From an optimization exercise on the open Yosys and OpenROAD flow, aimed at small area; shortcuts taken in it are not production practice. Function was checked by simulation only, so behaviour that the tests miss may differ from the original. Power is estimated from default activity; no workload was simulated.

`flow/design.v`:
```
package jt51_pg_pkg;
    localparam int SLOT_N  = 32;
    localparam int STG_II  = 1;
    localparam int STG_III = 2;
    localparam int STG_VI  = 5;
    localparam int KC_W  = 7;
    localparam int KF_W  = 6;
    localparam int DT1_W = 3;
    localparam int MUL_W = 4;
    localparam int DT2_W = 2;
    localparam int PMS_W = 3;
    localparam logic [2:0] FLD_KC     = 3'd0;
    localparam logic [2:0] FLD_KF     = 3'd1;
    localparam logic [2:0] FLD_DT1MUL = 3'd2;
    localparam logic [2:0] FLD_DT2    = 3'd3;
    localparam logic [2:0] FLD_PMS    = 3'd4;
    typedef struct packed {
        logic [KC_W-1:0]  kc;
        logic [KF_W-1:0]  kf;
        logic [DT1_W-1:0] dt1;
        logic [MUL_W-1:0] mul;
        logic [DT2_W-1:0] dt2;
        logic [PMS_W-1:0] pms;
    } pg_param_t;
    function automatic logic [6:0] pg_field_read(input pg_param_t p, input logic [2:0] f);
        logic [6:0] v;
        v = 7'd0;
        case (f)
            FLD_KC:     v = p.kc;
            FLD_KF:     v = {1'b0, p.kf};
            FLD_DT1MUL: v = {p.dt1, p.mul};
            FLD_DT2:    v = {5'd0, p.dt2};
            FLD_PMS:    v = {4'd0, p.pms};
            default:    v = 7'd0;
        endcase
        pg_field_read = v;
    endfunction
endpackage
module jt51_sh #(
    parameter int width  = 5,
    parameter int stages = 2
) (
    input  logic             clk,
    input  logic             rst_n,
    input  logic             cen,
    input  logic [width-1:0] din,
    output logic [width-1:0] drop
);
    logic [width-1:0] bits_r [0:stages-1];
    always_ff @(posedge clk or negedge rst_n) begin
        if (!rst_n) begin
            for (int i = 0; i < stages; i++) bits_r[i] <= '0;
        end else if (cen) begin
            bits_r[0] <= din;
            for (int i = 1; i < stages; i++) bits_r[i] <= bits_r[i-1];
        end
    end
    assign drop = bits_r[stages-1];
endmodule
module jt51_aoi222 (
    input  logic a0, b0, a1, b1, a2, b2,
    output logic y
);
    assign y = ~((a0 & b0) | (a1 & b1) | (a2 & b2));
endmodule
module jt51_aoi22 (
    input  logic a0, b0, a1, b1,
    output logic y
);
    assign y = ~((a0 & b0) | (a1 & b1));
endmodule
module jt51_rd32 (
    input  logic [31:0] sel,
    input  logic [31:0] d,
    output logic        q
);
    logic [10:0] y;
    for (genvar g = 0; g < 10; g++) begin : g_aoi
        jt51_aoi222 u_aoi (
            .a0(sel[3*g]),   .b0(d[3*g]),
            .a1(sel[3*g+1]), .b1(d[3*g+1]),
            .a2(sel[3*g+2]), .b2(d[3*g+2]),
            .y(y[g])
        );
    end
    jt51_aoi22 u_aoi_l (.a0(sel[30]), .b0(d[30]), .a1(sel[31]), .b1(d[31]), .y(y[10]));
    assign q = ~&y;
endmodule
import jt51_pg_pkg::*;
module jt51_pg_slot_ctrl #(
    parameter int PG_RST_ROUNDS = 1
) (
    input  logic       clk,
    input  logic       rst_n,
    input  logic       cen,
    input  logic       wr_valid,
    output logic       wr_ready,
    input  logic [4:0] wr_slot,
    input  logic [2:0] wr_field,
    input  logic [6:0] wr_data,
    input  logic       keyon_req,
    input  logic [4:0] keyon_slot,
    output logic       zero,
    output logic [4:0] slot_I,
    output logic [6:0] kc_I,
    output logic [5:0] kf_I,
    output logic [1:0] dt2_I,
    output logic [2:0] pms_I,
    output logic [2:0] dt1_II,
    output logic [3:0] mul_VI,
    output logic       pg_rst_III
);
    localparam int W = KC_W + KF_W + DT1_W + MUL_W + DT2_W + PMS_W;
    logic              started_r;
    logic [4:0]        cnt_s;
    logic [KC_W-1:0]   kc_r    [0:SLOT_N-1];
    logic [KF_W-1:0]   kf_r    [0:SLOT_N-1];
    logic [DT1_W-1:0]  dt1_r   [0:SLOT_N-1];
    logic [MUL_W-1:0]  mul_r   [0:SLOT_N-1];
    logic [DT2_W-1:0]  dt2_r   [0:SLOT_N-1];
    logic [PMS_W-1:0]  pms_r   [0:SLOT_N-1];
    logic [SLOT_N-1:0] vld_r;
    logic [SLOT_N-1:0] pendq_r;
    logic              pg_rst_I_r;
    logic              wr_en_s;
    logic [SLOT_N-1:0] rdec_s;
    logic [SLOT_N-1:0] rsel_s;
    logic [W-1:0]      rword_s;
    logic [DT1_W-1:0]  dt1_I_s;
    logic [MUL_W-1:0]  mul_I_s;
    logic [4:0]        fsel_s;
    logic              pend_rd_s;
    logic              ko_hit_s;
    assign cnt_s    = slot_I + {4'd0, started_r};
    assign zero     = started_r & (slot_I == 5'd0);
    assign wr_ready = rst_n & cen & (wr_slot != cnt_s);
    assign wr_en_s  = wr_valid & wr_ready;
    always_comb begin
        for (int f = 0; f < 5; f++) fsel_s[f] = (wr_field == 3'(f));
    end
    always_ff @(posedge clk) begin
        for (int i = 0; i < SLOT_N; i++) begin
            if (wr_en_s && wr_slot == 5'(i)) begin
                if (fsel_s[0] || !vld_r[i]) kc_r[i]  <= wr_data[6:0] & {KC_W{fsel_s[0]}};
                if (fsel_s[1] || !vld_r[i]) kf_r[i]  <= wr_data[5:0] & {KF_W{fsel_s[1]}};
                if (fsel_s[2] || !vld_r[i]) dt1_r[i] <= wr_data[6:4] & {DT1_W{fsel_s[2]}};
                if (fsel_s[2] || !vld_r[i]) mul_r[i] <= wr_data[3:0] & {MUL_W{fsel_s[2]}};
                if (fsel_s[3] || !vld_r[i]) dt2_r[i] <= wr_data[1:0] & {DT2_W{fsel_s[3]}};
                if (fsel_s[4] || !vld_r[i]) pms_r[i] <= wr_data[2:0] & {PMS_W{fsel_s[4]}};
            end
        end
    end
    always_ff @(posedge clk or negedge rst_n) begin
        if (!rst_n) vld_r <= '0;
        else if (wr_en_s) vld_r[wr_slot] <= 1'b1;
    end
    always_comb begin
        for (int i = 0; i < SLOT_N; i++) begin
            rdec_s[i] = (slot_I == 5'(i));
            rsel_s[i] = rdec_s[i] & vld_r[i];
        end
    end
    logic [SLOT_N*W-1:0] words_s;
    for (genvar i = 0; i < SLOT_N; i++) begin : g_word
        assign words_s[i*W +: W] = {kc_r[i], kf_r[i], dt1_r[i], mul_r[i], dt2_r[i], pms_r[i]};
    end
    for (genvar b = 0; b < W; b++) begin : g_rd
        logic [SLOT_N-1:0] col;
        for (genvar i = 0; i < SLOT_N; i++) begin : g_col
            assign col[i] = words_s[i*W + b];
        end
        jt51_rd32 u_rd (.sel(rsel_s), .d(col), .q(rword_s[b]));
    end
    assign {kc_I, kf_I, dt1_I_s, mul_I_s, dt2_I, pms_I} = rword_s;
    always_ff @(posedge clk or negedge rst_n) begin
        if (!rst_n) begin
            started_r <= 1'b0;
            slot_I    <= 5'd0;
        end else if (cen) begin
            started_r <= 1'b1;
            slot_I    <= cnt_s;
        end
    end
    jt51_rd32 u_pend_rd (.sel(rdec_s), .d(pendq_r), .q(pend_rd_s));
    assign ko_hit_s = keyon_req && (keyon_slot == cnt_s);
    always_ff @(posedge clk or negedge rst_n) begin
        if (!rst_n) begin
            pendq_r    <= '0;
            pg_rst_I_r <= 1'b0;
        end else if (cen) begin
            pg_rst_I_r <= ko_hit_s || pend_rd_s;
            for (int i = 0; i < SLOT_N; i++) begin
                if (keyon_req && !ko_hit_s && keyon_slot == 5'(i + 1)) pendq_r[i] <= 1'b1;
                else if (rdec_s[i]) pendq_r[i] <= 1'b0;
            end
        end
    end
    jt51_sh #(.width(DT1_W), .stages(1)) u_dt1_sh (
        .clk(clk), .rst_n(rst_n), .cen(cen), .din(dt1_I_s), .drop(dt1_II)
    );
    jt51_sh #(.width(1), .stages(STG_III)) u_pgrst_sh (
        .clk(clk), .rst_n(rst_n), .cen(cen), .din(pg_rst_I_r), .drop(pg_rst_III)
    );
    jt51_sh #(.width(MUL_W), .stages(STG_VI)) u_mul_sh (
        .clk(clk), .rst_n(rst_n), .cen(cen), .din(mul_I_s), .drop(mul_VI)
    );
endmodule
```
`flow/run.sh`:
```
#!/bin/bash
# synth_recipe.tcl (not shown) runs the flow's synth.tcl, then flattens the netlist and writes it again
# the make line also repeats each setting of config.mk as NAME=value (left out here)
make -C /OpenROAD-flow-scripts/flow DESIGN_CONFIG=/design/flow/config.mk WORK_HOME=/design/flow/orfs CLKGATE_MAP_FILE= SYNTH_SCRIPT=/design/flow/synth_recipe.tcl finish
```
`flow/config.mk`:
```
export PLATFORM = sky130hd
export DESIGN_NAME = jt51_pg_slot_ctrl
export DESIGN_NICKNAME = jt51_pg_slot_ctrl
export VERILOG_FILES = /design/flow/design.v
export SDC_FILE = /design/flow/constraint.sdc
export NUM_CORES = 4
export LEC_CHECK = 0
export CAP_MARGIN = 20
export CORE_MARGIN = 2
export CORE_UTILIZATION = 60
export CTS_CLUSTER_DIAMETER = 100
export CTS_CLUSTER_SIZE = 30
export GPL_TIMING_DRIVEN = 0
export SETUP_SLACK_MARGIN = 0.15
export SLEW_MARGIN = 20
export SYNTH_HIERARCHICAL = 1
export SYNTH_MINIMUM_KEEP_SIZE = 0
```
`flow/constraint.sdc`:
```
create_clock -name core_clock -period 5.0 [get_ports {clk}]
set_input_delay 1.0000 -clock core_clock [delete_from_list [all_inputs] [get_ports {clk}]]
set_output_delay 1.0000 -clock core_clock [all_outputs]
set_load 0.01 [all_outputs]
```
==> results.txt, run 1 <==
Outcome:
- The flow ran to the end and the layout has no timing, DRC or antenna violations.

Global route:
- In the global route stage, overall resource usage came out at 0.356.
- The routing layer with the top usage in global route is met2.
- In the global route stage, met2 resource usage came out at 0.524.
- The met3 routing resource usage after global routing is 0.110.
- The aggregate global routing overflow is 0.
- The number of global-route vias before repair was 20,500.
- The pin count of the biggest net entering global routing is 76.
- The first-pass GRT wire length is 147 mm.
- The number of antenna violations at the first check in global routing is 1.
- The fraction of met1 tracks used by global routing is 0.503.

Power and ir drop:
- The worst-case IR drop observed on VDD is 0.294 mV.
- The total power of the final layout is 14,500 uW.
- Dividing total power by cell area gives a power density of 379 nW/um^2.
- The static leakage is 0.0120 uW.

Floorplanning:
- The effective utilization at floorplan is 0.605.
- The die width is 242 um.
- The chip height is 242 um.
- The total die area is 58,600 um^2.
- The core region is 56,300 um^2.
- After floorplanning, the core was divided into 87 placement rows.
- 58 I/O pins were placed.

Cells and area:
- The relative area change from synthesis to final layout is 12.7%.
- The number of nets in the layout is 2,097.
- Fill cells in the final layout number 3,778.
- In the layout the commonest cells are sky130_fd_sc_hd__edfxtp_1 (800), sky130_fd_sc_hd__a222oi_1 (260), sky130_fd_sc_hd__dfrtp_1 (94).
- The cell area after layout is 38,300 um^2.
- Across the whole layout, storage elements account for 26,400 um^2.
- The multi-input combinational cells in the finished layout cover a total of 7860 um^2.
- The fraction of layout cells with a size suffix above 1 is 0.181.
- The most common library cell in the layout ignoring fill and taps is sky130_fd_sc_hd__edfxtp_1.
- The number of diodes is 0.

STA:
- Setup repair after global routing could not meet its margin everywhere.
- The transition at the pin with the smallest max-transition slack is 1.20 ns.
- The number of failing setup endpoints in the final timing report is 0.
- The minimum clock period is 4.82 ns.
- The max-slew violation total from the final report is 0.
- Across the routed clock network, the largest skew measured is 0.0348 ns.
- The worst pin sits at a relative slew slack of 0.197.
- The number of hold violations in the final report came to 0.
- In the finished design, the share of the clock period the worst path needs comes to 0.964.
- Static timing analysis puts the maximum clock frequency at 207 MHz.
- The worst hold-check slack is 0.240 ns.

Job:
- The tool flagged a number of max-cap violations equal to 0.

Synthesis:
- Of the total synthesized cell area, the portion taken by AND, OR, NAND and NOR gates is 0.0522.
- The leading area contributor after synthesis is sky130_fd_sc_hd__edfxtp_1.
- The adder and majority cell fraction of the synthesized area is 0.00331.
- Averaged over all synthesized cells, the footprint is 18.0 um^2.
- The Yosys warning count is 19.
- The mux contribution to synthesized area is 0.0114.
- The number of enable flip-flop cells after synthesis is 800.
- The most used flip-flop cell after synthesis is sky130_fd_sc_hd__edfxtp_1.
- The synthesized net count is 1,924.
- The post-synthesis compound-gate area fraction came to 0.141.
- The number of flip-flops and latches in the synthesized netlist is 896.
- For this run, the register share of the synthesized area comes to 0.777.
- Sorting the synthesized cells by area gives the leading types as sky130_fd_sc_hd__edfxtp_1 (71%), sky130_fd_sc_hd__a222oi_1 (7.6%), sky130_fd_sc_hd__dfrtp_1 (7.1%), sky130_fd_sc_hd__a211oi_1 (3.5%), sky130_fd_sc_hd__nand4_1 (0.99%).
- The share of Yosys cell area claimed by the top area cell type is 0.706.
- The distinct cell type count of the synthesized netlist is 44.
- The area share of xor/xnor cells in the synthesized design is 0.00607.
- The combinational family with the most area after synthesis is compound AO/OA/AOI/OAI gates.
- The fraction of registers with async set/reset is 0.107.
- The synthesized netlist occupies a cell area of 34,000 um^2.
- In the synthesized netlist, the number of instances is 1,890.

CTS:
- The tree is rooted in a sky130_fd_sc_hd__clkbuf_16.
- The clock reaches the later pin of the worst-skew pair after 0.62 ns.
- Counting along the longest clock path gives a buffer depth of 3.
- The number of clock buffers inserted by TritonCTS is 36.
- The H-tree level count is 2.
- The total clock sinks is 896.
- The TritonCTS clock tree is done.
- Clock-pin slew was measured on the worst setup and hold paths at 0.10 ns.

Worst setup path:
- The critical path goes through clkdlybuf4s50_1 > inv_1 > xnor3_1 > o41ai_4 > buf_4 > buf_2 > inv_2 > clkdlybuf4s50_1.
- The slowest library cell on the worst path is sky130_fd_sc_hd__o41ai_4.
- The worst setup path is captured at a primary output.
- The arrival time at the worst endpoint is 3.82 ns.
- On the worst path, the slowest cell contributes a delay of 0.51 ns.
- The start-to-end type of the worst setup path is in -> out.
- The kind of start point of the critical path is an input pin.
- At the worst endpoint, the required time is 4.00 ns.
- The highest fanout seen on the critical path is 10.
- The most prevalent standard cell on the critical path is sky130_fd_sc_hd__clkdlybuf4s50_1.
- For flop-to-flop paths, the worst setup slack is 1.39 ns.

Routing:
- The detailed router's first-iteration violation count is 4,268.
- In the final routed layout, each cell accounts on average for 36.7 um.
- In the routed layout, each cell is associated on average with a via count of 7.53.
- The final wirelength is 104 mm.
- After detailed routing, the number of remaining DRC violations is 0.
- The count of nets left with antenna violations once routing finished came out at 0.
- For this block, the via count after detailed routing is 21,400.
- The length of the first detailed-routing pass in iterations is 8.

Worst hold path:
- The path class of the lowest-slack min-delay path is in -> async.

Place:
- Detailed placement finished with a half-perimeter wire length of 69.8 mm.
- The congestion estimate from routability-driven global placement came to 0.966.
- The area after detailed placement is 37,100 um^2.
- The total of buffers placed on input and output ports is 55.
[worst max-delay path: cells and delay by family]
family | cells | cell delay [ns]
buf+inv | 6 | 1.81
compound gates | 1 | 0.51
xor+xnor | 1 | 0.48
[layer usage]
layer | part of all wire | vias up | wire, um
met1 | 0.37 | 10800 | 38700
li1 | - | 8641 | -
met2 | 0.44 | 1620 | 45600
met3 | 0.14 | 291 | 14900
met4 | 0.049 | 2 | 5080
met5 | 0.00012 | - | 13
[flip-flops by register name, indices dropped and copies added (netlist names)]
| register | cells |
|---|---|
| kc_r | 224 |
| kf_r | 192 |
| mul_r | 128 |
| dt1_r | 96 |
| pms_r | 96 |
| dt2_r | 64 |
| pendq_r | 32 |
| vld_r | 32 |
| u_mul_sh.bits_r | 20 |
| slot_I | 5 |
| u_dt1_sh.bits_r | 3 |
| u_pgrst_sh.bits_r | 2 |
| pg_rst_I_r | 1 |
| started_r | 1 |
[kinds of logic (layout without fill, tap and decap cells)]
kind of cell | Yosys count | after routing
mux | 28 | 28
fa+ha+maj | 9 | 9
compound gates | 518 | 518
buf+inv | 75 | 267
simple gates | 342 | 342
xor+xnor | 22 | 22
flops | 896 | 896
[cell type report]
type,instances,share of cell area
Sequential cell,896,0.689
Multi-Input combinational cell,919,0.205
Timing Repair Buffer,136,0.0456
Clock buffer,53,0.0257
Tap cell,756,0.0247
Buffer,68,0.00796
Clock inverter,4,0.00104
Inverter,6,0.000587
[per-module statistics from Yosys (local to each module, per instance), excerpt]
module / area (um^2) / cells inside / flops+latches
jt51_rd32: 23.8 / 4 / 0
jt51_aoi22: 12.5 / 1 / 0
jt51_pg_slot_ctrl: 29500 / 1448 / 871
jt51_aoi222: 10.0 / 1 / 0
[final timing paths]
kind,start,end,depth (start not counted)
max,wr_slot[4],wr_ready,8
min,rst_n,u_mul_sh.bits_r[4][0],1
max reg2reg,slot_I[0],mul_r[15][2],9
min reg2reg,pendq_r[4],pendq_r[4],1
max in group asynchronous,rst_n,vld_r[23],2
min in group core_clock,pendq_r[4],pendq_r[4],1
[cell usage after synthesis, drive strengths merged, types with 2 or more instances]
| cell | instances |
|---|---|
| a211oi | 160 |
| a21boi | 4 |
| a222oi | 260 |
| a22oi | 26 |
| a31o | 35 |
| a32o | 28 |
| and2 | 50 |
| and3 | 12 |
| buf | 25 |
| clkbuf | 44 |
| dfrtp | 96 |
| edfxtp | 800 |
| ha | 9 |
| inv | 6 |
| mux2 | 27 |
| nand2 | 65 |
| nand2b | 5 |
| nand3 | 38 |
| nand3b | 4 |
| nand4 | 54 |
| nor2 | 68 |
| nor3 | 5 |
| nor3b | 3 |
| o21ai | 2 |
| or2 | 2 |
| or3 | 28 |
| or3b | 4 |
| xnor2 | 12 |
| xor2 | 9 |
[what timing repair did]
action | CTS | global route
hold buffers | 0 | 0
setup endpoints to repair | 19 | 19
pin swaps | 7 | 8
gates resized for setup | 22 | 17
buffers inserted | 2 | 6
[stage by stage]
stage	TNS, ns	cells	utilization	setup WS, ns
6_report	0	2838	0.681	0.178
5_1_grt	0	2838	0.681	0.149
4_1_cts	0	2829	0.678	0.161
3_5_place_dp	-0.159	2771	0.659	-0.159
3_3_place_gp	-2114.69	2701	0.631	-3.08
2_1_floorplan	0	1890	-	1.52
[report_power, final]
group	internal, uW	switching (uW)	total [uW]
combinational	960	1170	2130
clock	1410	2180	3590
sequential	8360	449	8800
total	10700	3800	14500
==> run 2: changes to the inputs <==
==> flow/config.mk (replaced) <==
export PLATFORM = sky130hd
export DESIGN_NAME = jt51_pg_slot_ctrl
export DESIGN_NICKNAME = jt51_pg_slot_ctrl
export VERILOG_FILES = /design/flow/design.v
export SDC_FILE = /design/flow/constraint.sdc
export NUM_CORES = 4
export LEC_CHECK = 0
export CAP_MARGIN = 20
export CORE_MARGIN = 2
export CORE_UTILIZATION = 40
export SLEW_MARGIN = 20
export SYNTH_HIERARCHICAL = 1
export SYNTH_MINIMUM_KEEP_SIZE = 0
==> results.txt, run 2 <==
Outcome:
- The run finished with no timing, DRC or antenna violations.

Global route:
- In the global route stage, overall resource usage came out at 0.247.
- The number of global-route vias before repair is 21,000.
- The first-pass GRT wire length is 153 mm.
- The number of antenna violations at the first check in global routing is 3.
- The pin count of the biggest net entering global routing is 67.
- After global routing the overflow that remains totals 0.

STA:
- Dividing the final minimum period by the clock period gives 0.984.
- For the final database, setup skew stands at 0.0332 ns.
- In the final timing run, aggregate negative setup slack is 0 ns.
- The number of hold violations in the final report is 0.
- Hold timing on the final database bottoms out at a slack of 0.496 ns.
- The transition at the pin with the smallest max-transition slack is 1.12 ns.
- The number of failing setup endpoints in the final timing report is 0.
- In the post-route analysis, the smallest setup slack over all paths is 0.0787 ns.
- Setup repair after global routing left no endpoint under its margin.
- The max-slew violation total from the final report is 0.
- The relative slew slack is 0.253.
- Counting I/O delays and the setup requirement, the final critical path takes 4.92 ns.
- Static timing analysis puts the maximum clock frequency at 203 MHz.

CTS:
- The maximum number of buffers from clock root to sink is 3.
- At the later pin of the worst-skew pair, clock insertion delay measures 0.64 ns.
- The total clock sinks is 896.
- The clock root buffer is sky130_fd_sc_hd__clkbuf_16.
- The H-tree level count is 3.
- The number of clock buffers inserted by TritonCTS is 89.
- Clock-pin slew was measured on the worst setup and hold paths at 0.06 ns.
- Once the clock tree was built, the setup fixing pass inserted 0 buffers.
- TritonCTS built the clock tree.

Routing:
- The total met3 wirelength after detailed routing is 13.5 mm.
- The highest metal layer carrying signal wires in the routed design is met4.
- The final wirelength is 109 mm.
- The remaining number of nets flagged by the antenna check after routing is 0.
- In the routed design, unresolved DRC markers number 0.
- The final route contains 21,600 vias.
- The vias per cell is 6.45.
- Summed over all nets, wire length on met2 after detailed routing comes to 50.1 mm.
- The detailed-route wire length per cell is 32.5 um.
- The length of the first detailed-routing pass in iterations is 10.
- The routed length on met1 is 40.5 mm.
- The detailed router's first-iteration violation count is 3,902.

Synthesis:
- Ranked by instance count, the synthesized netlist is headed by sky130_fd_sc_hd__edfxtp_1 (800), sky130_fd_sc_hd__a222oi_1 (260), sky130_fd_sc_hd__a211oi_1 (160).
- The mean post-synth cell area is 18.0 um^2.
- The fraction of registers with async set/reset is 0.107.
- In this run, synthesis produced a sequential element count of 896.
- Counting every net in the synthesized netlist gives 1,924.
- The share of Yosys cell area claimed by the top area cell type is 0.706.
- The most numerous cell in the Yosys netlist is sky130_fd_sc_hd__edfxtp_1.
- The main flop type after synthesis is sky130_fd_sc_hd__edfxtp_1.
- The sequential area share after synthesis is 0.777.
- By area the synthesized netlist is led by sky130_fd_sc_hd__edfxtp_1 (71%), sky130_fd_sc_hd__a222oi_1 (7.6%), sky130_fd_sc_hd__dfrtp_1 (7.1%), sky130_fd_sc_hd__a211oi_1 (3.5%), sky130_fd_sc_hd__nand4_1 (0.99%).
- The number of enable flip-flop cells after synthesis is 800.
- Yosys mapped the design onto 44 distinct sky130hd cell types.
- sky130_fd_sc_hd__edfxtp_1 takes more of the synthesized area than any other cell.
- The Yosys warning count is 19.
- The synthesized netlist cell count is 1,890.
- In this run the cell area of the synthesized design comes to 34,000 um^2.

Cells and area:
- The number of fill cells in the layout is 6,951.
- The register containing the most flip-flops in the final layout is kc_r.
- The relative area change from synthesis to final layout is 18.3%.
- The number of nets in the layout is 2,172.
- The top cell types in the final layout, fill and taps aside, are sky130_fd_sc_hd__edfxtp_1 (800), sky130_fd_sc_hd__a222oi_1 (260), sky130_fd_sc_hd__buf_4 (166).
- In the final layout, the registers with the most flip-flops are kc_r x224, kf_r x192, mul_r x128.
- The most common library cell in the layout ignoring fill and taps is sky130_fd_sc_hd__edfxtp_1.
- The fraction of layout cells with a size suffix above 1 is 0.201.
- The register with the most flip-flops in the layout has 224 of them.
- The filler-free cell count of the finished design is 3,345.

Power and ir drop:
- The total internal power is 13,500 uW.
- Of the total power, the share spent switching nets is 0.244.
- The worst-case IR drop observed on VDD is 0.281 mV.
- The combinational share of power is 0.114.
- The sequential share of power is 0.493.
- The net switching power is 4360 uW.
- Summed over all cells, the static leakage comes to 0.0132 uW.
- The power density of the placed cells is 443 nW/um^2.
- The proportion of power drawn by the clock network is 0.393.

Place:
- The detailed-placement wirelength estimate is 71.3 mm.
- Port buffering added 57 buffers.
- OpenSTA, run right after detailed placement, puts the worst setup slack at 0.413 ns.
- The congestion estimate from routability-driven global placement came to 0.956.
- The number of placed instances, taps included, is 3,181.

Floorplanning:
- Measured along the x axis, the die boundary spans 296 um.
- The floorplan step defined a die boundary enclosing 87,400 um^2.
- The standard-cell row count is 106.
- For this configuration, the core starts out at a cell density of 0.405.
- In this run the standard cell core region covers 84,000 um^2.
- The chip height is 296 um.
- Pin placement for this block handled 58 I/O pins.

Worst setup path:
- The combined buffer and inverter count along the critical path is 1.
- The critical path is of the reg -> out type.
- The cell class contributing the biggest share of worst-path delay is simple AND/OR/NAND/NOR gates.
- Data on the critical path is required at its endpoint by 4.00 ns.
- The kind of start point of the critical path is a register.
- The number of cell instances on the worst register-to-register path is 9.
- For this design, the slowest cell found on the critical path is sky130_fd_sc_hd__and2_2.
- The highest fanout seen on the critical path is 25.
- The critical path capture point type is a primary output.
- The critical path goes through nand2b_2 > nor2_1 > and2_2 > a222oi_1 > nand3_1 > or3_1 > clkdlybuf4s50_1.
- The cell depth of the worst setup path is 7.
- For the worst setup path, the data arrival time is 3.92 ns.
- The critical path's largest stage delay is 0.84 ns.

Job:
- The tool flagged a number of max-cap violations equal to 0.

Worst hold path:
- The path class of the tightest hold or removal check is in -> async.
run 2: area by class of cell:
cell class / instances / area (um^2) / area share
Clock inverter: 52 / 612 / 0.0152
Tap cell: 1134 / 1420 / 0.0353
Sequential cell: 896 / 26400 / 0.657
Timing Repair Buffer: 226 / 1900 / 0.0471
Multi-Input combinational cell: 919 / 7400 / 0.184
Inverter: 6 / 22.5 / 0.000560
Clock buffer: 111 / 2470 / 0.0613
Antenna cell: 1 / 2.50 / 0.0000622
run 2: power by group through the flow:
stage / registers, uW / clock network (uW) / logic [uW]
detailed placement: 8900 / 0 / 2020
global route: 8790 / 7380 / 2150
global placement: 8900 / 0 / 1990
finish: 8790 / 7000 / 2040
floorplan: 8710 / 0 / 1150
CTS: 8750 / 7080 / 2030
run 2: worst reg2reg max path, cell delays in order, from the launching register on:
cell and delay [ns]:
sky130_fd_sc_hd__dfrtp_2 0.47, sky130_fd_sc_hd__ha_1 0.23, sky130_fd_sc_hd__ha_1 0.20, sky130_fd_sc_hd__and3_1 0.24, sky130_fd_sc_hd__xnor3_1 0.29, sky130_fd_sc_hd__o41ai_4 0.74, sky130_fd_sc_hd__buf_4 0.58, sky130_fd_sc_hd__buf_4 0.66
sky130_fd_sc_hd__a211oi_1 0.17, sky130_fd_sc_hd__buf_4 0.22
run 2: cell families (layout without fill, tap and decap cells):
family	after synthesis	in the layout	synth area share
flops	896	896	0.777
compound gates	518	518	0.141
simple gates	342	342	0.0522
buf+inv	75	395	0.00945
mux	28	28	0.0114
xor+xnor	22	22	0.00607
fa+ha+maj	9	9	0.00331
other cells	0	1	0
run 2: per-layer routing:
layer / global-route usage / up-vias
met2: 0.387 / 1511
met4: 0.100 / 0
met5: 0 / -
met1: 0.330 / 11000
met3: 0.0640 / 269
li1: - / 8853
run 2: through the flow:
step | cell area (um^2) | util | total power [uW]
after global placement | 37100 | 0.442 | 10900
after global routing | 40200 | 0.479 | 18300
after floorplan | 34000 | - | 9860
after detailed placement | 37100 | 0.442 | 10900
after CTS | 40200 | 0.479 | 17800
final | 40300 | 0.479 | 17800
run 2: worst paths after layout:
kind	startpoint	endpoint	slack [ns]
worst max-delay path	slot_I[2]	pms_I[2]	0.08
worst min-delay path	rst_n	pendq_r[24]	0.50
worst max register to register	slot_I[0]	kc_r[18][3]	0.96
worst min register to register	pendq_r[13]	pendq_r[13]	0.50
max in group asynchronous	rst_n	slot_I[2]	3.18
min in group core_clock	pendq_r[13]	pendq_r[13]	0.50
run 2: timing repair:
action / 4_1_cts / 5_1_grt
pin swaps: 0 / 1
endpoints found under the hold margin: 0 / 0
endpoints found under the setup margin: 18 / 13
hold buffers: 0 / 0
resized for setup: 10 / 12
run 2: per-module statistics from Yosys (local to each module, per instance), a selection:
module / cells / area, um^2 / flip-flops and latches
jt51_pg_slot_ctrl: 1448 / 29500 / 871
jt51_aoi222: 1 / 10.0 / 0
jt51_aoi22: 1 / 12.5 / 0
jt51_rd32: 4 / 23.8 / 0
==> run 3: changes to the inputs <==
--- a/flow/design.v
+++ b/flow/design.v
@@ -119,7 +119,7 @@
     logic [MUL_W-1:0]  mul_r   [0:SLOT_N-1];
     logic [DT2_W-1:0]  dt2_r   [0:SLOT_N-1];
     logic [PMS_W-1:0]  pms_r   [0:SLOT_N-1];
-    logic [SLOT_N-1:0] vld_r;
+    logic [SLOT_N/2-1:0] vld_r;
     logic [SLOT_N-1:0] pendq_r;
     logic              pg_rst_I_r;
     logic              wr_en_s;
@@ -138,26 +138,32 @@
     always_comb begin
         for (int f = 0; f < 5; f++) fsel_s[f] = (wr_field == 3'(f));
     end
+    logic [6:0] wd_s [0:1][0:4];
+    always_comb begin
+        for (int p = 0; p < 2; p++)
+            for (int f = 0; f < 5; f++)
+                wd_s[p][f] = wr_data & {7{fsel_s[f] & (wr_slot[0] == 1'(p))}};
+    end
     always_ff @(posedge clk) begin
         for (int i = 0; i < SLOT_N; i++) begin
-            if (wr_en_s && wr_slot == 5'(i)) begin
-                if (fsel_s[0] || !vld_r[i]) kc_r[i]  <= wr_data[6:0] & {KC_W{fsel_s[0]}};
-                if (fsel_s[1] || !vld_r[i]) kf_r[i]  <= wr_data[5:0] & {KF_W{fsel_s[1]}};
-                if (fsel_s[2] || !vld_r[i]) dt1_r[i] <= wr_data[6:4] & {DT1_W{fsel_s[2]}};
-                if (fsel_s[2] || !vld_r[i]) mul_r[i] <= wr_data[3:0] & {MUL_W{fsel_s[2]}};
-                if (fsel_s[3] || !vld_r[i]) dt2_r[i] <= wr_data[1:0] & {DT2_W{fsel_s[3]}};
-                if (fsel_s[4] || !vld_r[i]) pms_r[i] <= wr_data[2:0] & {PMS_W{fsel_s[4]}};
+            if (wr_en_s && wr_slot[4:1] == 4'(i / 2)) begin
+                if ((fsel_s[0] && wr_slot[0] == 1'(i % 2)) || !vld_r[i / 2]) kc_r[i]  <= wd_s[i % 2][0][6:0];
+                if ((fsel_s[1] && wr_slot[0] == 1'(i % 2)) || !vld_r[i / 2]) kf_r[i]  <= wd_s[i % 2][1][5:0];
+                if ((fsel_s[2] && wr_slot[0] == 1'(i % 2)) || !vld_r[i / 2]) dt1_r[i] <= wd_s[i % 2][2][6:4];
+                if ((fsel_s[2] && wr_slot[0] == 1'(i % 2)) || !vld_r[i / 2]) mul_r[i] <= wd_s[i % 2][2][3:0];
+                if ((fsel_s[3] && wr_slot[0] == 1'(i % 2)) || !vld_r[i / 2]) dt2_r[i] <= wd_s[i % 2][3][1:0];
+                if ((fsel_s[4] && wr_slot[0] == 1'(i % 2)) || !vld_r[i / 2]) pms_r[i] <= wd_s[i % 2][4][2:0];
             end
         end
     end
     always_ff @(posedge clk or negedge rst_n) begin
         if (!rst_n) vld_r <= '0;
-        else if (wr_en_s) vld_r[wr_slot] <= 1'b1;
+        else if (wr_en_s) vld_r[wr_slot[4:1]] <= 1'b1;
     end
     always_comb begin
         for (int i = 0; i < SLOT_N; i++) begin
             rdec_s[i] = (slot_I == 5'(i));
-            rsel_s[i] = rdec_s[i] & vld_r[i];
+            rsel_s[i] = rdec_s[i] & vld_r[i / 2];
         end
     end
     logic [SLOT_N*W-1:0] words_s;
--- a/flow/config.mk
+++ b/flow/config.mk
@@ -5,9 +5,13 @@
 export SDC_FILE = /design/flow/constraint.sdc
 export NUM_CORES = 4
 export LEC_CHECK = 0
-export CAP_MARGIN = 20
+export CAP_MARGIN = 10
 export CORE_MARGIN = 2
-export CORE_UTILIZATION = 40
-export SLEW_MARGIN = 20
+export CORE_UTILIZATION = 60
+export CTS_CLUSTER_DIAMETER = 80
+export CTS_CLUSTER_SIZE = 24
+export GPL_TIMING_DRIVEN = 0
+export SETUP_SLACK_MARGIN = 0.15
+export SLEW_MARGIN = 10
 export SYNTH_HIERARCHICAL = 1
 export SYNTH_MINIMUM_KEEP_SIZE = 0
==> results.txt, run 3 <==
Outcome:
- The flow ran to the end and the layout has no timing, DRC or antenna violations.

Worst setup path:
- Data on the critical path arrives at its endpoint at 3.88 ns.
- The worst setup path is of the reg -> out kind.
- The cell class contributing the biggest share of worst-path delay is simple AND/OR/NAND/NOR gates.
- The required time at the worst-slack endpoint is 4.00 ns.
- Across all register-to-register paths, the minimum setup slack is 1.06 ns.
- The cell that appears most often on the critical path is sky130_fd_sc_hd__or3_1.
- The critical path's largest stage delay is 0.57 ns.
- Of all nets on the critical path, the largest fanout is 25.
- The worst setup path is captured at a primary output.
- For this design, the slowest cell found on the critical path is sky130_fd_sc_hd__and2_4.
- The combined buffer and inverter count along the critical path is 2.
- The kind of start point of the critical path is a register.
- The signal on the critical path passes through buf_2 > or3_1 > nor2_1 > and2_4 > a222oi_1 > nand4_1 > or3_1 > clkdlybuf4s50_1.

Synthesis:
- The mean post-synth cell area is 18.0 um^2.
- In the post-synthesis netlist, the cell with the most instances is sky130_fd_sc_hd__edfxtp_1.
- The synthesized netlist contains 51 unique library cells.
- By area the synthesized netlist is led by sky130_fd_sc_hd__edfxtp_1 (72%), sky130_fd_sc_hd__a222oi_1 (7.8%), sky130_fd_sc_hd__dfrtp_1 (6.0%), sky130_fd_sc_hd__a21oi_1 (1.6%), sky130_fd_sc_hd__nand4_1 (1.0%).
- The leading area contributor after synthesis is sky130_fd_sc_hd__edfxtp_1.
- The Yosys warning count is 20.
- In the synthesized netlist, the number of instances is 1,855.
- The synthesized design contains 800 enable-type register cells.
- For this run, asynchronously set or reset flops after synthesis account for 0.0909.
- The synthesized net count is 1,887.
- The main flop type after synthesis is sky130_fd_sc_hd__edfxtp_1.
- In the synthesized netlist, the cells that appear most often are sky130_fd_sc_hd__edfxtp_1 (800), sky130_fd_sc_hd__a222oi_1 (260), sky130_fd_sc_hd__a21oi_1 (110).
- The area of the mapped netlist is 33,400 um^2.
- The number of flip-flops and latches in the synthesized netlist is 880.
- The share of Yosys cell area claimed by the top area cell type is 0.719.
- The sequential area share after synthesis is 0.779.

Floorplanning:
- Measured along the x axis, the die boundary spans 240 um.
- The floorplan has 86 rows.
- Measured along the y axis, the die boundary spans 240 um.
- The total die area is 57,600 um^2.
- The floorplan step defined a core boundary enclosing 55,100 um^2.
- The effective utilization at floorplan is 0.606.
- The top-level I/O count is 58.

CTS:
- The H-tree level count is 2.
- In this run, CTS created clock tree buffers numbering 43.
- The clock root buffer is sky130_fd_sc_hd__clkbuf_16.
- The total clock sinks is 880.
- The TritonCTS clock tree is done.
- The maximum number of buffers from clock root to sink is 3.
- The clock latency at the later pin of the worst-skew pair is 0.62 ns.
- The number of buffers inserted by hold repair at cts is 0.
- After clock tree synthesis, the clock-pin slew on the worst setup and hold paths is 0.09 ns.

Place:
- The worst slack after detailed placement is -0.339 ns.
- Port buffering added 55 buffers.
- The detailed-placement wirelength estimate is 64.3 mm.
- Routability-driven placement finished with a final weighted congestion of 0.899.
- The total instance count after detailed placement is 2,682.

Cells and area:
- At the end of the flow the core is filled with cells to 0.670.
- Counting the fill cells in the layout gives 3,810.
- In the final layout, the registers with the most flip-flops are kc_r x224, kf_r x192, mul_r x128.
- The register with the most flip-flops in the layout has 224 of them.
- In the layout the commonest cells are sky130_fd_sc_hd__edfxtp_1 (800), sky130_fd_sc_hd__a222oi_1 (260), sky130_fd_sc_hd__a21oi_1 (110).
- The fraction of layout cells with a size suffix above 1 is 0.135.
- Compared with the post-synthesis result, the final layout area differs by 10.4%.
- At the end of the flow, the number of nets in the layout was 2,024.
- The count of cells in the finished layout, fillers not included, comes to 2,761.
- Leaving out fill and tap cells, the most frequent cell in the layout is sky130_fd_sc_hd__edfxtp_1.
- Counting flops per register, the top entry is kc_r.

STA:
- The number of hold violations in the final report is 0.
- In this run the tightest slew margin relative to its limit is 0.121.
- The number of failing setup endpoints in the final timing report is 0.
- The minimum clock period is 4.88 ns.
- The final worst setup slack is 0.119 ns.
- The max-slew violation total from the final report is 0.
- Setup repair after global routing left no endpoint under its margin.
- The highest clock frequency the design can meet is 205 MHz.
- The transition at the pin with the smallest max-transition slack is 1.31 ns.
- The setup clock skew after layout is 0.0216 ns.
- Dividing the final minimum period by the clock period gives 0.976.
- The worst hold-check slack is 0.349 ns.

Routing:
- Summed over all layers, the routed wires come to 106 mm.
- The length of the first detailed-routing pass in iterations is 7.
- After detailed routing, the number of remaining DRC violations is 0.
- The vias per cell is 7.70.
- The detailed router's first-iteration violation count is 4,110.
- The remaining number of nets flagged by the antenna check after routing is 0.
- After detailed routing, the average wire length per cell comes to 38.5 um.
- The number of vias after detailed routing is 21,300.

Worst hold path:
- The path class of the lowest-slack min-delay path is in -> async.

Job:
- The total of max-cap violations is 0.

Global route:
- The first-pass GRT wire length is 145 mm.
- For this run, the total global-route usage over all layers was measured as 0.365.
- The number of antenna violations at the first check in global routing is 5.
- Global routing finished with a remaining overflow of 0.
- Entering global routing, the biggest net connects 51 pins.
- The number of global-route vias before repair is 20,400.

Power and ir drop:
- The design draws 15,300 uW.
- The static leakage is 0.0117 uW.
- The power density of the placed cells is 414 nW/um^2.
- The largest vdd supply drop is 0.381 mV.
-- run 3: metrics by stage --
| stage | setup TNS (ns) | cell area, um^2 |
|---|---|---|
| finish | 0 | 36900 |
| global route | 0 | 36900 |
| CTS | 0 | 36800 |
| detailed placement | -35.61 | 35400 |
| global placement | -1993.44 | 34900 |
| floorplan | 0 | 33400 |
-- run 3: final timing paths --
path	startpoint	to	depth (start not counted)
worst max-delay path	slot_I[3]	kf_I[3]	8
worst min-delay path	rst_n	u_pgrst_sh.bits_r[1]	1
worst max register to register	slot_I[0]	kc_r[0][2]	7
worst min register to register	pendq_r[11]	pendq_r[11]	1
max in group asynchronous	rst_n	vld_r[2]	2
min in group core_clock	pendq_r[11]	pendq_r[11]	1
-- run 3: layer usage --
layer  wire [um]  vias up  share of wire  track usage
met5          57        -        0.00054            0
met4        4990        8          0.047        0.152
met2       48200     1694           0.45        0.558
li1            -     8429              -            -
met1       38400    10800           0.36        0.504
met3       14600      290           0.14       0.0967
-- run 3: kinds of logic (layout without fill, tap and decap cells) --
group,Yosys count,count (layout),share of synthesized area
flip-flops,880,880,0.779
XOR/XNOR,19,19,0.00693
AO/OA/AOI/OAI,511,511,0.136
other,0,3,0
adder cells (fa/ha/maj),7,7,0.00262
multiplexers,28,28,0.0116
AND/OR/NAND/NOR,334,345,0.0534
buffers and inverters,76,220,0.0100
-- run 3: what timing repair did --
item                       in CTS  in global routing
resized for setup              47                 23
setup endpoints to repair      18                 19
setup buffers                   0                  1
cloned                          7                  4
pin swaps                       9                 10
-- run 3: report_power, final --
group / leakage (uW) / switching (uW) / total, uW / internal (uW)
Sequential: 0.00824 / 218 / 8430 / 8210
Clock: 0.000568 / 2250 / 3860 / 1610
Combinational: 0.00287 / 1850 / 2970 / 1120
-- run 3: area by class of cell --
cell class | count | area (um^2) | area share
Multi-Input combinational cell | 910 | 7570 | 0.205
Tap cell | 748 | 936 | 0.0254
Timing Repair Buffer | 82 | 826 | 0.0224
Buffer | 68 | 312 | 0.00845
Sequential cell | 880 | 26000 | 0.706
Clock buffer | 57 | 1130 | 0.0306
Clock inverter | 6 | 56.3 | 0.00153
Inverter | 7 | 26.3 | 0.000712
Antenna cell | 3 | 7.51 | 0.000204
-- run 3: modules after synthesis (local to each module, per instance), a selection --
module	area, um^2	flip-flops and latches	cells inside
jt51_pg_slot_ctrl	28900	855	1413
jt51_rd32	23.8	0	4
jt51_aoi222	10.0	0	1
jt51_aoi22	12.5	0	1
==> run 4: changes to the inputs <==
==> flow/flow/run.sh (new file) <==
#!/bin/bash
# Standard ORFS layout, with two changes: ports are buffered with buf_1 cells, and clock
# tree synthesis runs without dummy loads. Each tool's output goes to the ORFS logs and to
# standard.log here.
set -e
export BUFFER_PORTS_ARGS="-buffer_cell sky130_fd_sc_hd__buf_1"
export CTS_ARGS="-sink_clustering_enable -repair_clock_nets -dont_use_dummy_load -sink_clustering_size 24 -sink_clustering_max_diameter 80"
bash standard.sh > standard.log 2>&1
==> flow/standard.sh (new file) <==
#!/bin/bash
# synth_recipe.tcl (not shown) runs the flow's synth.tcl, then flattens the netlist and writes it again
# the make line also repeats each setting of config.mk as NAME=value (left out here)
make -C /OpenROAD-flow-scripts/flow DESIGN_CONFIG=/design/flow/config.mk WORK_HOME=/design/flow/orfs CLKGATE_MAP_FILE= SYNTH_SCRIPT=/design/flow/synth_recipe.tcl "${@:-finish}"
--- a/flow/config.mk
+++ b/flow/config.mk
@@ -8,10 +8,8 @@
 export CAP_MARGIN = 10
 export CORE_MARGIN = 2
 export CORE_UTILIZATION = 60
-export CTS_CLUSTER_DIAMETER = 80
-export CTS_CLUSTER_SIZE = 24
 export GPL_TIMING_DRIVEN = 0
-export SETUP_SLACK_MARGIN = 0.15
+export SETUP_SLACK_MARGIN = 0.1
 export SLEW_MARGIN = 10
 export SYNTH_HIERARCHICAL = 1
 export SYNTH_MINIMUM_KEEP_SIZE = 0
removed: flow/run.sh
==> results.txt, run 4 <==
Cells and area:
- The cell area after layout is 36,300 um^2.
- From synthesis to final layout, the design area changed by 8.60%.
- The number of nets in the layout is 2,015.
- The layout has 3,929 filler cells.
- Leaving out fill and tap cells, the most frequent cells in the layout are sky130_fd_sc_hd__edfxtp_1 (800), sky130_fd_sc_hd__a222oi_1 (260), sky130_fd_sc_hd__a21oi_1 (110).
- The fraction of layout cells with a size suffix above 1 is 0.120.
- The largest registers in the layout are kc_r x224, kf_r x192, mul_r x128.
- The most common library cell in the layout ignoring fill and taps is sky130_fd_sc_hd__edfxtp_1.
- The number of flip-flops under the largest register name is 224.
- The register containing the most flip-flops in the final layout is kc_r.

Synthesis:
- By instance count, the leading cell after synthesis is sky130_fd_sc_hd__edfxtp_1.
- The synthesized netlist occupies a cell area of 33,400 um^2.
- The synthesized netlist cell count is 1,855.
- By count the netlist is led by sky130_fd_sc_hd__edfxtp_1 (800), sky130_fd_sc_hd__a222oi_1 (260), sky130_fd_sc_hd__a21oi_1 (110).
- For this run, the leading register cell type out of synthesis is sky130_fd_sc_hd__edfxtp_1.
- The mean post-synth cell area is 18.0 um^2.
- The Yosys warning count is 20.
- The number of flip-flops and latches in the synthesized netlist is 880.
- In this run, synthesis inferred 800 flip-flops with an integrated enable.
- The fraction of registers with async set/reset is 0.0909.
- The synthesized net count is 1,887.
- By area the synthesized netlist is led by sky130_fd_sc_hd__edfxtp_1 (72%), sky130_fd_sc_hd__a222oi_1 (7.8%), sky130_fd_sc_hd__dfrtp_1 (6.0%), sky130_fd_sc_hd__a21oi_1 (1.6%), sky130_fd_sc_hd__nand4_1 (1.0%).
- The sequential area share after synthesis is 0.779.
- The distinct cell type count of the synthesized netlist is 51.
- The share of Yosys cell area claimed by the top area cell type is 0.719.
- The leading area contributor after synthesis is sky130_fd_sc_hd__edfxtp_1.

Floorplanning:
- From left edge to right edge, the die measures 240 um.
- The die covers 57,600 um^2.
- The chip height is 240 um.
- Pin placement for this block handled 58 I/O pins.
- The effective utilization at floorplan is 0.606.
- The standard-cell row count is 86.
- The core region area is 55,100 um^2.

Global route:
- The first-pass GRT wire length is 141 mm.
- Entering global routing, the biggest net connects 33 pins.
- The total overflow left after global routing is 0.
- The number of antenna violations at the first check in global routing came to 1.
- The number of global-route vias before repair came to 20,100.
- The combined global-route utilization of all metal layers is 0.351.

CTS:
- The clock root buffer is sky130_fd_sc_hd__clkbuf_16.
- After clock tree synthesis, the clock-pin slew on the worst setup and hold paths is 0.09 ns.
- For the worst-skew pair, the clock arrives at the later sink with an insertion delay of 0.62 ns.
- The maximum number of buffers from clock root to sink is 3.
- The TritonCTS clock tree is done.
- Counting the buffers created by CTS gives 43.
- The number of buffers added for setup after CTS is 0.
- Clock tree synthesis found a total of 880 sinks.
- The H-tree was split into 2 levels.

Place:
- During placement, the flow inserted port buffers numbering 55.
- The last weighted congestion value of the routability-driven placer is 0.900.
- The detailed-placement wirelength estimate is 64.0 mm.
- The area after detailed placement is 35,200 um^2.
- The worst slack after detailed placement is -0.0491 ns.

STA:
- The relative slew slack is 0.103.
- The final worst setup slack is 0.149 ns.
- For the finished layout, the period the worst path requires is 4.85 ns.
- Setup repair after global routing could not meet its margin everywhere.
- The number of failing setup endpoints in the final timing report is 0.
- The number of hold violations in the final report came to 0.
- In the finished design, the share of the clock period the worst path needs comes to 0.970.
- After routing, the total negative slack on setup checks comes to 0 ns.
- The transition at the pin with the smallest max-transition slack is 1.34 ns.
- The max-slew violation total from the final report came to 0.
- The highest clock frequency the design can meet is 206 MHz.
- The setup clock skew after layout is 0.0477 ns.
- On the final layout, the worst hold slack is 0.369 ns.

Job:
- The total of max-cap violations is 0.

Worst setup path:
- Traced cell by cell, the critical path runs through buf_4 > nand2b_1 > clkbuf_1 > nor2_1 > and2_2 > a222oi_1 > nand4_1 > or3_1 > buf_1.
- The critical path's largest stage delay is 0.67 ns.
- Data arrives at the worst endpoint at 3.85 ns.
- The critical path is of the reg -> out type.
- The launching point of the worst reg2reg path is slot_I[0].
- STA puts the critical path data required time at 4.00 ns.
- The highest fanout seen on the critical path is 25.
- The worst register-to-register path ends at kc_r[27][4].
- The kind of start point of the critical path is a register.
- The number of cells on the worst reg-to-reg path is 7.
- The worst setup slack for register-to-register paths is 0.99 ns.
- The critical path capture point type is a primary output.
- The slowest library cell on the worst path is sky130_fd_sc_hd__a222oi_1.

Outcome:
- The flow ran to the end and the layout has no timing, DRC or antenna violations.

Routing:
- The number of vias after detailed routing is 20,400.
- The vias per cell is 7.46.
- The detailed-route wire length per cell is 36.6 um.
- The length of the first detailed-routing pass in iterations is 10.
- The number of remaining DRC errors is 0.
- For this block, the initial DRC count from the detailed router was 3,743.
- The remaining number of nets flagged by the antenna check after routing is 0.
- Summed over all layers, the routed wires come to 100 mm.

Power and ir drop:
- The power density of the placed cells is 405 nW/um^2.
- The analysis attributes to cell leakage a power of 0.0114 uW.
- The worst-case IR drop observed on VDD is 0.441 mV.
- Overall power consumption after layout is estimated at 14,700 uW.

Worst hold path:
- The path class of the tightest hold or removal check is in -> async.
run 4: cell types whose count changed in the layout (fill, tap and decap cells not counted), moves of 3 or more:
| cell | change |
|---|---|
| sky130_fd_sc_hd__and2_2 | +23 |
| sky130_fd_sc_hd__and2_4 | -34 |
| sky130_fd_sc_hd__buf_1 | +55 |
| sky130_fd_sc_hd__buf_12 | +3 |
| sky130_fd_sc_hd__buf_4 | -3 |
| sky130_fd_sc_hd__buf_8 | +3 |
| sky130_fd_sc_hd__clkbuf_1 | -9 |
| sky130_fd_sc_hd__clkdlybuf4s50_1 | -54 |
| sky130_fd_sc_hd__nor2_1 | +13 |
| sky130_fd_sc_hd__nor2_2 | -7 |
| sky130_fd_sc_hd__nor2_4 | -6 |
run 4: modules after synthesis, one instance, submodules excluded, excerpt:
module	area [um^2]	copies in the design	flip-flops and latches	cells
jt51_pg_slot_ctrl	28900	1	855	1413
jt51_aoi222	10.0	260	0	1
jt51_aoi22	12.5	26	0	1
jt51_rd32	23.8	26	0	4
run 4: critical path: cells and delay by family (launching register included):
kind                   cells  cell delay [ns]
DFF                        1             0.39
and+or+nand+nor            5             1.52
buffers and inverters      3             0.65
AOI/OAI and AO/OA          1             0.67
run 4: logic make-up after synthesis:
family          Yosys count  share of synthesized area
flops                   880                      0.779
compound gates          511                      0.136
simple gates            334                     0.0534
buf+inv                  76                     0.0100
mux                      28                     0.0116
xor+xnor                 19                    0.00693
fa+ha+maj                 7                    0.00262
run 4: per-layer routing:
metal,up-vias,global-route usage,part of all wire
li1,8380,-,-
met1,10300,0.475,0.36
met2,1405,0.548,0.47
met3,260,0.0840,0.12
met4,4,0.152,0.047
met5,-,0,0.00064
run 4: area by class of cell:
type | instances | area (um^2) | share of cell area
Antenna cell | 3 | 7.51 | 0.000207
Sequential cell | 880 | 26000 | 0.717
Inverter | 7 | 26.3 | 0.000724
Tap cell | 748 | 936 | 0.0258
Clock buffer | 43 | 1080 | 0.0297
Multi-Input combinational cell | 899 | 7380 | 0.203
Timing Repair Buffer | 83 | 524 | 0.0144
Buffer | 69 | 308 | 0.00848
run 4: timing repair:
| item | CTS | global route |
|---|---|---|
| resized for setup | 1 | 5 |
| gates cloned | 0 | 0 |
| pin swaps | 0 | 1 |
| hold buffers | 0 | 0 |
| hold endpoints to repair | 0 | 0 |
| setup endpoints to repair | 18 | 18 |
run 4: where the power goes:
part	leakage, uW	switching (uW)	internal, uW	total (uW)
Clock	0.000530	2140	1540	3690
Sequential	0.00824	191	8210	8400
Combinational	0.00267	1730	871	2600
run 4: metrics by stage:
step / util / std cells
detailed placement: 0.638 / 2685
global placement: 0.627 / 2658
finish: 0.659 / 2732
CTS: 0.658 / 2728
floorplan: - / 1855
global route: 0.658 / 2730
run 4: how the worst max path moves through the flow:
stage | start | slack [ns] | cells past startpoint | end
4_1_cts | slot_I[3] | 0.12 | 8 | kf_I[3]
3_3_place_gp | rst_n | -4.57 | 5 | dt1_r[3][0]
3_5_place_dp | cen | -0.05 | 7 | mul_r[20][3]
5_1_grt | slot_I[3] | 0.09 | 8 | kc_I[5]
6_report | slot_I[2] | 0.15 | 9 | kf_I[2]
2_1_floorplan | cen | 1.48 | 5 | dt1_r[2][0]
==> run 5: changes to the inputs <==
--- a/flow/flow/run.sh
+++ b/flow/flow/run.sh
@@ -5,4 +5,5 @@
 set -e
 export BUFFER_PORTS_ARGS="-buffer_cell sky130_fd_sc_hd__buf_1"
 export CTS_ARGS="-sink_clustering_enable -repair_clock_nets -dont_use_dummy_load -sink_clustering_size 24 -sink_clustering_max_diameter 80"
+export RECOVER_POWER=100
 bash standard.sh > standard.log 2>&1
--- a/flow/config.mk
+++ b/flow/config.mk
@@ -7,7 +7,7 @@
 export LEC_CHECK = 0
 export CAP_MARGIN = 10
 export CORE_MARGIN = 2
-export CORE_UTILIZATION = 60
+export CORE_UTILIZATION = 70
 export GPL_TIMING_DRIVEN = 0
 export SETUP_SLACK_MARGIN = 0.1
 export SLEW_MARGIN = 10
==> results.txt, run 5 <==
Synthesis:
- The synthesized design spends more area on one cell type than any other, namely sky130_fd_sc_hd__edfxtp_1.
- The distinct cell type count of the synthesized netlist is 51.
- Counting every net in the synthesized netlist gives 1,887.
- The share of synthesized area in the top cell type comes to 0.719.
- The commonest cells after synthesis are sky130_fd_sc_hd__edfxtp_1 (800), sky130_fd_sc_hd__a222oi_1 (260), sky130_fd_sc_hd__a21oi_1 (110).
- By area the synthesized netlist is led by sky130_fd_sc_hd__edfxtp_1 (72%), sky130_fd_sc_hd__a222oi_1 (7.8%), sky130_fd_sc_hd__dfrtp_1 (6.0%), sky130_fd_sc_hd__a21oi_1 (1.6%), sky130_fd_sc_hd__nand4_1 (1.0%).
- The fraction of registers with async set/reset is 0.0909.
- The area of the mapped netlist is 33,400 um^2.
- Counting flops and latches in the post-synthesis netlist gives 880.
- Yosys mapped a number of flops with a built-in enable equal to 800.
- The most common cell in the synthesized netlist is sky130_fd_sc_hd__edfxtp_1.
- The Yosys warning count is 20.
- For this run, the leading register cell type out of synthesis is sky130_fd_sc_hd__edfxtp_1.
- The sequential area share after synthesis is 0.779.
- After technology mapping, the gate count stands at 1,855.
- A synthesized cell averages 18.0 um^2.

Worst setup path:
- The worst setup slack for register-to-register paths is -0.11 ns.
- The start point of the critical path is slot_I[0].
- The endpoint of the worst setup timing path is mul_r[31][1].
- The number of cell instances on the worst register-to-register path is 6.
- For the worst setup path, the data arrival time is 5.23 ns.
- The required time at the worst-slack endpoint is 5.12 ns.
- The critical path is of the reg -> reg type.
- The worst setup path is launched from a register.
- The highest fanout seen on the critical path is 11.
- The critical path capture point type is a register.
- The launching point of the worst reg2reg path is slot_I[0].
- The reg-to-reg critical path endpoint is mul_r[31][1].

Power and ir drop:
- Of the total power, the share spent switching nets is 0.272.
- In this run the power spent charging and discharging nets is 3930 uW.
- The combinational share of power is 0.168.
- The total power of the final layout is 14,500 uW.
- The sequential share of power is 0.581.
- The total internal power is 10,500 uW.
- For this design the ratio of total power to cell area is 406 nW/um^2.
- The proportion of power drawn by the clock network is 0.251.
- Summed over all cells, the static leakage comes to 0.0113 uW.
- The largest vdd supply drop is 0.438 mV.

Worst hold path:
- In this run the worst hold path is classified as in -> async.

Global route:
- The combined global-route utilization of all metal layers is 0.401.
- The number of global-route vias before repair is 20,500.
- The first global-routing pass estimated 140 mm of wire.
- Global routing finished with a remaining overflow of 0.
- The number of antenna violations at the first check in global routing is 3.
- The pin count of the biggest net entering global routing is 32.

CTS:
- The H-tree generated during clock tree synthesis spans 2 levels.
- The number of buffers inserted by hold repair at cts is 0.
- The TritonCTS clock tree is done.
- The maximum number of buffers from clock root to sink is 3.
- The number of buffers added for setup after CTS is 0.
- Clock tree synthesis inserted a total of 42 buffers.
- The clock latency at the later pin of the worst-skew pair is 0.62 ns.
- After clock tree synthesis, the clock-pin slew on the worst setup and hold paths is 0.09 ns.
- In this run the clock root is driven by a sky130_fd_sc_hd__clkbuf_16.
- The total clock sinks is 880.

Floorplanning:
- The top-level I/O count is 58.
- The standard-cell row count is 80.
- The floorplan step set the die width to 222 um.
- For this configuration, the core starts out at a cell density of 0.704.
- The chip height is 222 um.
- The total die area is 49,500 um^2.
- The core region area is 47,400 um^2.

Routing:
- The first routing iteration left 4,683 violations.
- After detailed routing, the number of vias per cell comes to 8.21.
- The number of remaining DRC errors is 0.
- The detailed-route wire length per cell is 38.3 um.
- The number of vias after detailed routing is 21,300.
- The remaining number of nets flagged by the antenna check after routing is 0.
- The final wirelength is 99.5 mm.
- The first detailed-routing pass took 7 iterations.

Cells and area:
- Excluding fillers, the count of instances in the completed layout stands at 2,597.
- From synthesis to final layout, the design area changed by 6.49%.
- The cell area after layout is 35,600 um^2.
- The most common library cell in the layout ignoring fill and taps is sky130_fd_sc_hd__edfxtp_1.
- kc_r holds more flip-flops than any other register.
- The number of flip-flops under the largest register name is 224.
- The multi-input combinational cells in the finished layout cover a total of 6970 um^2.
- The area taken by flip-flops and latches is 26,000 um^2.
- The number of nets in the layout is 2,013.
- The fraction of layout cells with a size suffix above 1 is 0.0728.
- The library cells used most frequently in the layout, excluding fill and tap cells, are sky130_fd_sc_hd__edfxtp_1 (800), sky130_fd_sc_hd__a222oi_1 (260), sky130_fd_sc_hd__a21oi_1 (110).
- The largest registers in the layout are kc_r x224, kf_r x192, mul_r x128.
- After filler insertion, the fill cell instance count of the layout stands at 2,915.

STA:
- At the pin with the least slew margin, the transition time is 2.68 ns.
- Setup violations remaining at the end of the flow were counted as 14.
- Dividing the final minimum period by the clock period gives 1.02.
- The worst pin sits at a relative slew slack of -0.806.
- The setup clock skew after layout is 0.0357 ns.
- The max-slew violation total from the final report came to 157.
- On the final layout, the worst hold slack is 0.320 ns.
- Setup repair after global routing left no endpoint under its margin.
- Adding up every negative setup slack in the final design gives -1.08 ns.
- Setup slack on the critical path of the routed design comes to -0.112 ns.
- The highest clock frequency the design can meet is 196 MHz.
- Subtracting the final worst setup slack from the clock period gives 5.11 ns.
- The number of hold violations in the final report is 0.

Place:
- After detailed placement, the design holds a cell count of 2,550.
- Once detailed placement completed, the half-perimeter wirelength came to 62.8 mm.
- The last weighted congestion value of the routability-driven placer is 0.913.
- The total of buffers placed on input and output ports is 55.
- The area after detailed placement is 34,900 um^2.

Outcome:
- The run finished, with violations left.
- The checks that failed: max-capacitance violations, max-slew violations, negative setup slack.

Job:
- The total of max-cap violations is 21.
[run 5: worst min-delay path by stage]
stage,endpoint,depth (start not counted),startpoint,slack (ns)
detailed placement,started_r,1,started_r,0.48
global placement,pendq_r[2],1,pendq_r[2],0.47
CTS,u_mul_sh.bits_r[3][2],1,rst_n,0.20
global route,u_mul_sh.bits_r[3][2],1,rst_n,0.34
floorplan,started_r,1,started_r,0.46
finish,u_dt1_sh.bits_r[0][2],1,rst_n,0.32
[run 5: cells by family (layout without fill, tap and decap cells)]
| group | count (synthesis) | after routing | synth area share |
|---|---|---|---|
| muxes | 28 | 28 | 0.0116 |
| buffers and inverters | 76 | 200 | 0.0100 |
| xor gates and xnor gates | 19 | 19 | 0.00693 |
| adders and majority gates | 7 | 7 | 0.00262 |
| and+or+nand+nor | 334 | 334 | 0.0534 |
| other | 0 | 3 | 0 |
| AOI/OAI and AO/OA | 511 | 511 | 0.136 |
| DFF | 880 | 880 | 0.779 |
[run 5: worst max-delay path, cell delays in order (launching register included)]
cell and delay (ns):
sky130_fd_sc_hd__dfrtp_1 0.50, sky130_fd_sc_hd__ha_1 0.29, sky130_fd_sc_hd__ha_1 0.26, sky130_fd_sc_hd__xnor3_1 0.40, sky130_fd_sc_hd__nand3_1 0.17, sky130_fd_sc_hd__o311ai_0 2.14, sky130_fd_sc_hd__a21oi_1 0.86
[run 5: through the flow]
step / util / setup WS [ns]
floorplan: - / 1.48
global placement: 0.725 / -4.52
detailed placement: 0.736 / -0.0587
CTS: 0.758 / 0.0541
global route: 0.750 / 0.118
finish: 0.750 / -0.112
[run 5: what timing repair did]
item	in CTS	in global routing
resized for setup	5	7
setup endpoints to repair	18	18
pin swaps	0	2
[run 5: Yosys stat by module, one instance, submodules excluded, excerpt]
module,flip-flops and latches,cells,area [um^2]
jt51_aoi222,0,1,10.0
jt51_aoi22,0,1,12.5
jt51_rd32,0,4,23.8
jt51_pg_slot_ctrl,855,1413,28900
[run 5: power by group through the flow]
stage / clock (uW) / sequential (uW) / combinational (uW)
after floorplan: 0 / 8520 / 1500
after global placement: 0 / 8550 / 2360
after detailed placement: 0 / 8570 / 2500
after CTS: 3610 / 8400 / 2520
after global routing: 3820 / 8430 / 2510
final: 3630 / 8400 / 2420
[run 5: final cells by class]
class                      count  share of cell area
tap                          615              0.0216
inverter                       7            0.000739
sequential                   880               0.732
clock buffer                  42              0.0295
buffer                        69             0.00791
timing repair buffer          82              0.0125
multi-input combinational    899               0.196
antenna                        3            0.000211
[run 5: routing by layer]
layer | share of wire | track usage | vias up
li1 | - | - | 8365
met1 | 0.33 | 0.553 | 10500
met2 | 0.45 | 0.597 | 2138
met3 | 0.17 | 0.120 | 298
met4 | 0.057 | 0.196 | 2
met5 | 0.00064 | 0.00391 | -
==> run 6: changes to the inputs <==
==> flow/flow/run.sh (replaced) <==
#!/bin/bash
# Standard ORFS layout, with two changes: ports are buffered with buf_1 cells, and clock
# tree synthesis runs without dummy loads. Each tool's output goes to the ORFS logs and to
# standard.log here.
set -e
export BUFFER_PORTS_ARGS="-buffer_cell sky130_fd_sc_hd__buf_1"
export CTS_ARGS="-sink_clustering_enable -repair_clock_nets -dont_use_dummy_load -sink_clustering_size 28 -sink_clustering_max_diameter 100"
export RECOVER_POWER=100
bash standard.sh > standard.log 2>&1
--- a/flow/config.mk
+++ b/flow/config.mk
@@ -7,7 +7,7 @@
 export LEC_CHECK = 0
 export CAP_MARGIN = 10
 export CORE_MARGIN = 2
-export CORE_UTILIZATION = 70
+export CORE_UTILIZATION = 60
 export GPL_TIMING_DRIVEN = 0
 export SETUP_SLACK_MARGIN = 0.1
 export SLEW_MARGIN = 10
==> results.txt, run 6 <==
Synthesis:
- After synthesis the netlist holds a flip-flop and latch count of 880.
- The cell area that synthesis handed to floorplanning was 33,400 um^2.
- The Yosys warning count is 20.
- The share of Yosys cell area claimed by the top area cell type is 0.719.
- After technology mapping, the gate count stands at 1,855.
- The synthesized net count is 1,887.
- The number of enable flip-flop cells after synthesis is 800.
- After synthesis, the share of flip-flops with an asynchronous set or reset is 0.0909.
- sky130_fd_sc_hd__edfxtp_1 is the most common cell in the netlist.
- By count the netlist is led by sky130_fd_sc_hd__edfxtp_1 (800), sky130_fd_sc_hd__a222oi_1 (260), sky130_fd_sc_hd__a21oi_1 (110).
- The leading area contributor after synthesis is sky130_fd_sc_hd__edfxtp_1.

CTS:
- After clock tree synthesis, the flow added hold-fix buffers numbering 0.
- For the worst-skew pair, the clock arrives at the later sink with an insertion delay of 0.62 ns.
- The tree is rooted in a sky130_fd_sc_hd__clkbuf_16.
- After clock tree synthesis, the clock-pin slew on the worst setup and hold paths is 0.11 ns.
- The total clock sinks is 880.

Power and ir drop:
- Across the VDD grid, the largest voltage drop is 0.402 mV.
- The static leakage is 0.0112 uW.
- In this run the power density over the cells is 400 nW/um^2.

STA:
- Static timing analysis puts the maximum clock frequency at 208 MHz.
- Setup repair after global routing left no endpoint under its margin.
- The minimum clock period is 4.81 ns.
- The max-slew violation total from the final report is 162.
- For the final database, setup skew stands at 0.0359 ns.
- The number of hold violations in the final report came to 0.
- Hold is met by 0.493 ns.

Routing:
- The length of the first detailed-routing pass in iterations is 8.
- The remaining number of nets flagged by the antenna check after routing is 0.
- The number of remaining DRC errors is 0.
- The detailed-route wire length per cell is 36.7 um.
- The vias per cell is 7.47.
- The detailed router's first-iteration violation count is 3,755.

Cells and area:
- The core utilization of the finished layout is 0.647.
- The top cell types in the final layout, fill and taps aside, are sky130_fd_sc_hd__edfxtp_1 (800), sky130_fd_sc_hd__a222oi_1 (260), sky130_fd_sc_hd__a21oi_1 (110).

Place:
- Summed over all nets, the half-perimeter wirelength after detailed placement is 64.0 mm.
- At the end of routability-driven placement, the weighted congestion stood at 0.900.

Outcome:
- In this run the layout check failures are max-capacitance violations, max-slew violations.
- The run finished, with violations left.

Worst hold path:
- The path class of the lowest-slack min-delay path is reg -> reg.

Global route:
- The first-pass GRT wire length is 140 mm.
- The combined global-route utilization of all metal layers is 0.350.
- Entering global routing, the biggest net connects 33 pins.

Job:
- The total of max-cap violations is 16.

Floorplanning:
- In this run the core area contains 86 standard-cell rows.
- The initial utilization of the core area, before any placement, comes to 0.606.

Worst setup path:
- Data on the critical path is required at its endpoint by 4.00 ns.
- The startpoint identified for the worst register-to-register timing path is slot_I[0].
- STA classifies the critical path endpoint as a primary output.
- The critical path starts at slot_I[3].
[run 6: cell count changes in the layout (fill, tap and decap cells not counted), sizes merged]
cell and change:
clkbuf -3, diode -1, buf -2
[run 6: timing repair]
action | CTS | global route
gates resized for setup | 1 | 7
pin swaps | 0 | 3
endpoints found under the hold margin | 0 | 0
gates cloned | 0 | 0
setup endpoints to repair | 18 | 18
buffers inserted | 0 | 0
[run 6: path summary, 6_finish.rpt]
path	end	slack [ns]	depth (start not counted)
setup / recovery	kf_I[3]	0.19	8
hold / removal	u_mul_sh.bits_r[1][3]	0.49	1
setup reg to reg	mul_r[20][3]	0.31	8
hold reg to reg	u_mul_sh.bits_r[1][3]	0.49	1
max in group asynchronous	pendq_r[26]	1.91	2
min in group asynchronous	pendq_r[15]	0.65	1
[run 6: critical path, cell delays in order (launching register included)]
cell	delay (ns)
sky130_fd_sc_hd__dfrtp_1	0.48
sky130_fd_sc_hd__clkbuf_1	0.24
sky130_fd_sc_hd__or3_1	0.47
sky130_fd_sc_hd__nor2_1	0.38
sky130_fd_sc_hd__and2_2	0.81
sky130_fd_sc_hd__a222oi_1	0.26
sky130_fd_sc_hd__nand4_1	0.26
sky130_fd_sc_hd__or3_1	0.16
sky130_fd_sc_hd__buf_1	0.14
[run 6: area by class of cell]
cell class	instances	area, um^2	share of cell area
well taps	748	936	0.0263
repair buffers	82	419	0.0118
inverters	7	26.3	0.000737
diodes	2	5.00	0.000140
plain buffers	69	279	0.00783
multi-input cells	899	7030	0.197
clock buffers	37	926	0.0260
flip-flops and latches	880	26000	0.730
[run 6: stage by stage]
step            TNS, ns  instance area, um^2  setup slack [ns]  instances
2_1_floorplan         0                33400              1.48       1855
3_3_place_gp   -2219.59                34600             -4.57       2658
3_5_place_dp     -0.346                35200           -0.0491       2685
4_1_cts               0                36100             0.108       2722
5_1_grt               0                35600            0.0660       2723
6_report              0                35600             0.190       2724
[run 6: power by group]
part           switching [uW]  internal (uW)  total, uW
registers                 179           8210       8390
clock network            2090           1340       3430
logic                    1630            810       2440
total                    3900          10400      14300
[run 6: per-layer routing]
layer  track usage  vias to the layer above  share of wire
li1              -                     8348              -
met1         0.476                    10300           0.37
met2         0.548                     1461           0.47
met3        0.0816                      253           0.12
met4         0.148                        2          0.045
met5             0                        -        0.00046
[run 6: modules after synthesis, one instance, submodules excluded, a selection]
module             flops+latches  area (um^2)  copies in the design  cells
jt51_aoi22                     0         12.5                    26      1
jt51_aoi222                    0         10.0                   260      1
jt51_pg_slot_ctrl            855        28900                     1   1413
jt51_rd32                      0         23.8                    26      4
[run 6: kinds of logic after synthesis]
| logic type | after synthesis | share of synthesized area |
|---|---|---|
| AO/OA/AOI/OAI | 511 | 0.136 |
| XOR/XNOR | 19 | 0.00693 |
| adder cells (fa/ha/maj) | 7 | 0.00262 |
| buffers and inverters | 76 | 0.0100 |
| flip-flops | 880 | 0.779 |
| multiplexers | 28 | 0.0116 |
| AND/OR/NAND/NOR | 334 | 0.0534 |
